This design comes from an exercise in tuning for small area, a short achievable clock period and few clock cycles per item on the open sky130 flow, not from production work. RTL that was checked went through simulation tests only; none was proved equivalent to the original. Power figures rest on the tool's default switching activity, not on a simulated workload.

## indigo
==> flow/design.v <==
package dcc_pkg;
  localparam logic [31:0] ONE_MIN_RST  = 32'd52;
  localparam logic [31:0] ONE_MAX_RST  = 32'd64;
  localparam logic [30:0] ONE_SKEW_RST = 31'd6;
  localparam logic [31:0] ZERO_MIN_RST = 32'd90;
  localparam logic [31:0] ZERO_MAX_RST = 32'd10000;
  localparam logic [1:0] ST_AWAIT    = 2'd0;
  localparam logic [1:0] ST_COLLECT  = 2'd1;
  localparam logic [1:0] ST_RECEIVED = 2'd2;
  localparam logic [1:0] ST_ERROR    = 2'd3;
  localparam int PKT_EDGES = 54;
  localparam int PRE_ONES  = 10;
endpackage
module dcc_ctrl #(
  parameter int STAGES = 3    
) (
  input  logic       clk,
  input  logic       rst_n,
  input  logic       in_valid,
  output logic       in_ready,
  output logic       acc,         
  input  logic       res_v,       
  input  logic [1:0] res_st,      
  output logic       out_valid,
  input  logic       out_ready,
  output logic [1:0] out_status,
  output logic       out_is_rcv   
);
  localparam int QN = STAGES + 1;
  logic [1:0] q_r [QN];
  logic [2:0] qn_r;           
  logic [2:0] fl_r;           
  logic       in_ready_r, ov_r, q0_rcv_r;
  logic       take;
  logic [2:0] qm, fl_nxt;
  assign acc    = in_valid & in_ready_r;
  assign take   = ov_r & out_ready;
  assign qm     = qn_r - {2'b0, take};
  assign fl_nxt = fl_r - {2'b0, take} + {2'b0, acc};
  always_ff @(posedge clk) begin
    if (!rst_n) begin
      qn_r       <= '0;
      fl_r       <= '0;
      in_ready_r <= 1'b1;
      ov_r       <= 1'b0;
    end else begin
      qn_r       <= qm + {2'b0, res_v};
      fl_r       <= fl_nxt;
      ov_r       <= (qm != '0) || res_v;
      in_ready_r <= fl_nxt < 3'(QN);
    end
  end
  always_ff @(posedge clk) begin
    if (take) begin
      for (int i = 0; i < QN - 1; i++)
        q_r[i] <= q_r[i+1];
      q0_rcv_r <= q_r[1] == dcc_pkg::ST_RECEIVED;
    end
    if (res_v) begin
      for (int i = 0; i < QN; i++)
        if (qm == 3'(i))
          q_r[i] <= res_st;
      if (qm == '0)
        q0_rcv_r <= res_st == dcc_pkg::ST_RECEIVED;
    end
  end
  assign in_ready   = in_ready_r;
  assign out_valid  = ov_r;
  assign out_status = q_r[0];
  assign out_is_rcv = q0_rcv_r;
endmodule
module dcc_sub #(
  parameter int W = 32,
  parameter bit FAST = 1'b0   
) (
  input  logic [W-1:0] a,
  input  logic [W-1:0] b,
  output logic [W-1:0] d,
  output logic         nb
);
  localparam int L = $clog2(W);
  logic [W-1:0] p, g, gg, pp;
  if (FAST) begin : g_fast
    assign {nb, d} = {1'b1, a} - {1'b0, b};
  end else begin : g_prefix
  always_comb begin
    p  = ~(a ^ b);
    g  = a & ~b;
    g[0] = a[0] | ~b[0];        
    gg = g;
    pp = p;
    for (int l = 0; l < L; l++)
      for (int i = 0; i < W; i++)
        if ((i >> l) & 1) begin
          gg[i] = gg[i] | (pp[i] & gg[((i >> l) << l) - 1]);
          pp[i] = pp[i] & pp[((i >> l) << l) - 1];
        end
    d[0] = ~p[0];
    for (int i = 1; i < W; i++)
      d[i] = p[i] ^ gg[i-1];
    nb = gg[W-1];
  end
  end
endmodule
module dcc_ge #(
  parameter int W = 32
) (
  input  logic [W-1:0] a,
  input  logic [W-1:0] b,
  input  logic         ci,
  output logic         ge
);
  localparam int L = $clog2(W);
  logic [W-1:0] g, p;
  always_comb begin
    g = a & ~b;
    p = a | ~b;
    g[0] = g[0] | (p[0] & ci);
    for (int l = 0; l < L; l++)
      for (int i = 0; i < (W >> (l + 1)); i++) begin
        g[i] = g[2*i+1] | (p[2*i+1] & g[2*i]);
        p[i] = p[2*i+1] & p[2*i];
      end
    ge = g[0];
  end
endmodule
module dcc_dpath #(
  parameter bit SUB_FAST = 1'b1
) (
  input  logic        clk,
  input  logic        rst_n,
  input  logic        acc,
  input  logic        in_operation,
  input  logic [31:0] in_edge_time,
  input  logic        cfg_valid,
  input  logic [2:0]  cfg_index,
  input  logic [31:0] cfg_data,
  output logic        res_v,
  output logic [1:0]  res_st,
  output logic [23:0] pkt
);
  logic [31:0] one_min_r, one_max_r, zero_min_r, zero_max_r;
  logic [30:0] one_skew_r;
  logic [31:0] wd0, wd1;      
  logic [4:0]  we;
  assign wd0 = cfg_data & {32{rst_n}};
  assign wd1 = cfg_data | {32{!rst_n}};
  always_comb
    for (int i = 0; i < 5; i++)
      we[i] = !rst_n || (cfg_valid && cfg_index == 3'(i));
  function automatic logic [31:0] cfg_word(input logic [31:0] rv);
    for (int k = 0; k < 32; k++)
      cfg_word[k] = rv[k] ? wd1[k] : wd0[k];
  endfunction
  logic [31:0] skew_wd;
  assign skew_wd = cfg_word({1'b0, dcc_pkg::ONE_SKEW_RST});
  always_ff @(posedge clk) begin
    if (we[0]) one_min_r  <= cfg_word(dcc_pkg::ONE_MIN_RST);
    if (we[1]) one_max_r  <= cfg_word(dcc_pkg::ONE_MAX_RST);
    if (we[2]) one_skew_r <= skew_wd[30:0];
    if (we[3]) zero_min_r <= cfg_word(dcc_pkg::ZERO_MIN_RST);
    if (we[4]) zero_max_r <= cfg_word(dcc_pkg::ZERO_MAX_RST);
  end
  logic [31:0] t_in_r;
  logic        v0_r, op0_r;
  always_ff @(posedge clk) begin
    if (!rst_n)
      v0_r <= 1'b0;
    else
      v0_r <= acc;
  end
  always_ff @(posedge clk) begin
    t_in_r <= in_edge_time;
    op0_r  <= in_operation;
  end
  logic [31:0] t_r, d_r, d_a;
  logic        nb_r, va_r, opa_r, nb_a;
  dcc_sub #(.W(32), .FAST(SUB_FAST)) u_sub_a (.a(t_in_r), .b(t_r), .d(d_a), .nb(nb_a));
  always_ff @(posedge clk) begin
    if (!rst_n) begin
      t_r  <= '0;
      va_r <= 1'b0;
    end else begin
      va_r <= v0_r;
      if (v0_r && !op0_r)
        t_r <= t_in_r;
    end
  end
  always_ff @(posedge clk) begin
    opa_r <= op0_r;
    d_r   <= d_a;
    nb_r  <= nb_a;
  end
  logic [31:0] d1_r, x_b, u_r;
  logic        nb_b, ci_r, vb_r, opb_r, gtb_r, in1_r, in0_r;
  logic        ge1, le1, ge0, le0;
  dcc_sub #(.W(32), .FAST(SUB_FAST)) u_sub_b (.a(d1_r), .b(d_r), .d(x_b), .nb(nb_b));
  dcc_ge  #(.W(32)) u_ge1 (.a(d_r), .b(one_min_r),  .ci(1'b1), .ge(ge1));
  dcc_ge  #(.W(32)) u_le1 (.a(one_max_r), .b(d_r),  .ci(1'b1), .ge(le1));
  dcc_ge  #(.W(32)) u_ge0 (.a(d_r), .b(zero_min_r), .ci(1'b1), .ge(ge0));
  dcc_ge  #(.W(32)) u_le0 (.a(zero_max_r), .b(d_r), .ci(1'b1), .ge(le0));
  always_ff @(posedge clk) begin
    if (!rst_n)
      vb_r <= 1'b0;
    else
      vb_r <= va_r;
  end
  always_ff @(posedge clk) begin
    if (va_r && !opa_r)
      d1_r <= d_r;
  end
  always_ff @(posedge clk) begin
    opb_r <= opa_r;
    u_r   <= x_b ^ {32{!nb_b}};
    ci_r  <= nb_b;
    gtb_r <= nb_r && d_r != '0;
    in1_r <= ge1 && le1;
    in0_r <= ge0 && le0;
  end
  logic        p1_r, p0_r;    
  logic        skew_ok, is_one, is_zero, is_bad;
  dcc_ge #(.W(32)) u_skew (.a({1'b0, one_skew_r}), .b(u_r), .ci(ci_r), .ge(skew_ok));
  assign is_one  = p1_r && gtb_r && in1_r && skew_ok;
  assign is_zero = !is_one && p0_r && gtb_r && in0_r;
  assign is_bad  = !is_one && !is_zero;
  logic push;
  assign push = vb_r && !opb_r;
  always_ff @(posedge clk) begin
    if (!rst_n) begin
      p1_r <= 1'b0;
      p0_r <= 1'b0;
    end else if (push) begin
      p1_r <= gtb_r && in1_r;
      p0_r <= gtb_r && in0_r;
    end
  end
  logic [3:0] run_a_r, run_b_r;
  logic [1:0] st_r, st_nxt;
  logic [5:0] esc_r, esc_nxt;
  logic       fail_r, fail_nxt;
  logic [23:0] sr_r;
  logic       shift, last;
  always_comb begin
    st_nxt   = st_r;
    esc_nxt  = esc_r;
    fail_nxt = fail_r;
    shift    = 1'b0;
    last     = 1'b0;
    if (opb_r) begin
      st_nxt = dcc_pkg::ST_AWAIT;
    end else if (st_r == dcc_pkg::ST_AWAIT) begin
      if (is_zero && run_a_r == 4'(dcc_pkg::PRE_ONES)) begin
        st_nxt   = dcc_pkg::ST_COLLECT;
        esc_nxt  = '0;
        fail_nxt = 1'b0;
      end
    end else if (st_r == dcc_pkg::ST_COLLECT) begin
      esc_nxt = esc_r + 1'b1;
      if (!esc_nxt[0]) begin
        if (esc_nxt == 6'd18 || esc_nxt == 6'd36) begin
          if (!is_zero) fail_nxt = 1'b1;
        end else if (esc_nxt == 6'(dcc_pkg::PKT_EDGES)) begin
          if (!is_one) fail_nxt = 1'b1;
        end else begin
          if (is_bad) fail_nxt = 1'b1;
          shift = 1'b1;
        end
      end
      if (esc_nxt == 6'(dcc_pkg::PKT_EDGES)) begin
        last   = 1'b1;
        st_nxt = fail_nxt ? dcc_pkg::ST_ERROR : dcc_pkg::ST_RECEIVED;
      end
    end
  end
  always_ff @(posedge clk) begin
    if (!rst_n) begin
      run_a_r <= '0;
      run_b_r <= '0;
      st_r    <= dcc_pkg::ST_AWAIT;
      esc_r   <= '0;
      fail_r  <= 1'b0;
    end else if (vb_r) begin
      st_r   <= st_nxt;
      esc_r  <= esc_nxt;
      fail_r <= fail_nxt;
      if (!opb_r) begin
        run_a_r <= run_b_r;
        run_b_r <= !is_one ? 4'd0 :
                   (run_a_r == 4'(dcc_pkg::PRE_ONES)) ? run_a_r : run_a_r + 1'b1;
      end
    end
  end
  logic pend_r;
  always_ff @(posedge clk) begin
    if (vb_r && shift)
      pend_r <= is_one;
    if (vb_r && ((shift && esc_nxt != 6'd2) || last))
      sr_r <= {sr_r[22:0], pend_r};
  end
  assign res_v  = vb_r;
  assign res_st = st_nxt;
  assign pkt    = sr_r;
endmodule
module dcc_packet_decoder (
  input  logic        clk,
  input  logic        rst_n,
  input  logic        in_valid,
  output logic        in_ready,
  input  logic        in_operation,
  input  logic [31:0] in_edge_time,
  output logic        out_valid,
  input  logic        out_ready,
  output logic [1:0]  out_decoder_status,
  output logic [7:0]  out_address_byte,
  output logic [7:0]  out_instruction_byte,
  output logic [7:0]  out_check_byte,
  input  logic        cfg_valid,
  output logic        cfg_ready,
  input  logic [2:0]  cfg_index,
  input  logic [31:0] cfg_data
);
  logic        acc, res_v, out_is_rcv;
  logic [1:0]  res_st;
  logic [23:0] pkt;
  assign cfg_ready = 1'b1;
  dcc_ctrl #(
    .STAGES (4)
  ) u_ctrl (
    .clk        (clk),
    .rst_n      (rst_n),
    .in_valid   (in_valid),
    .in_ready   (in_ready),
    .acc        (acc),
    .res_v      (res_v),
    .res_st     (res_st),
    .out_valid  (out_valid),
    .out_ready  (out_ready),
    .out_status (out_decoder_status),
    .out_is_rcv (out_is_rcv)
  );
  dcc_dpath u_dpath (
    .clk          (clk),
    .rst_n        (rst_n),
    .acc          (acc),
    .in_operation (in_operation),
    .in_edge_time (in_edge_time),
    .cfg_valid    (cfg_valid),
    .cfg_index    (cfg_index),
    .cfg_data     (cfg_data),
    .res_v        (res_v),
    .res_st       (res_st),
    .pkt          (pkt)
  );
  assign {out_address_byte, out_instruction_byte, out_check_byte} =
    pkt & {24{out_is_rcv}};
endmodule
clock: 8.0 ns
lec_check: 0
abc_clock_period_in_ps: 3000
cap_margin: 20
core_margin: 2
core_utilization: 40
setup_slack_margin: 5
slew_margin: 20
run.sh (not shown) runs the stock make flow with config.mk's settings and CLKGATE_MAP_FILE= SYNTH_SCRIPT=/design/flow/synth_recipe.tcl, a recipe that flattens the netlist after the stock synthesis.
For violet, these inputs were changed with respect to indigo:
--- a/flow/design.v
+++ b/flow/design.v
@@ -126,5 +126,5 @@
 endmodule
 module dcc_dpath #(
-  parameter bit SUB_FAST = 1'b1
+  parameter bit SUB_FAST = 1'b0
 ) (
   input  logic        clk,
Findings:
Comparing violet and indigo, via density per instance is lower on violet.
Buffer share of cell area: indigo vs violet, no meaningful difference
Of violet and indigo, the higher area of placed instances belongs to indigo.
From indigo to violet, detailed-route DRC error count did not move at all.
Compared with indigo, violet is the less power-hungry design.
[diff] wire length, violet relative to indigo: improvement
Die extent in x shrinks slightly when moving from indigo to violet.
Measured against indigo, the cell-internal power of violet comes out at 0.943 times the reference value.
Compared with indigo, violet improves number of design-rule violations left by the first detailed-router iteration.
Final critical path time including I/O delays and setup delta (violet − indigo): favourable
Delta (violet minus indigo): fraction of the yosys area taken by sequential cells increased by 2.0 points relative to the old numbers, maximum number of pins on one net before global-route repair decreased by 26 relative to the old numbers, share of power burned in combinational logic closely matched the old numbers, count of buffer and inverter cells on the critical path decreased by 2 relative to the old numbers.
Testbench counts of violet, summed over its fixed seeds: cycles 16,459, items 16,427.
For indigo, only the layout was checked, not whether the RTL still works.

-- re-timing with driven ports --
No port has a modelled driver above. Below, the same layouts with a new extraction and two added sets of constraints.
Step 1: set_driving_cell puts a clkbuf_16 on clk and a buf_2 on each other input, an assumption about the parent block.
Step 2, shift: input delay + t, output delay - t, t = (earliest + latest rising clock arrival at the registers) / 2. This alone moves slack from input paths to output paths.
Slacks: no drivers / after step 1 / after step 2; pairs: no drivers / after step 1.
| run | shift t [ns] | setup slack, ns | worst setup path at the end | worst data-port slew with drivers (ns) | cell pins on the clock port's net |
|---|---|---|---|---|---|
| indigo | 0.615 | 4.759 / 4.759 / 4.507 | input to register | 0.07 | 1 |
| violet | 0.605 | 4.839 / 4.839 / 4.480 | input to register | 0.05 | 1 |
After both steps every run listed still meets setup and hold. The setup slack of violet, which loses most, moves by 0.000 ns with the drivers and by -0.359 ns with both steps.
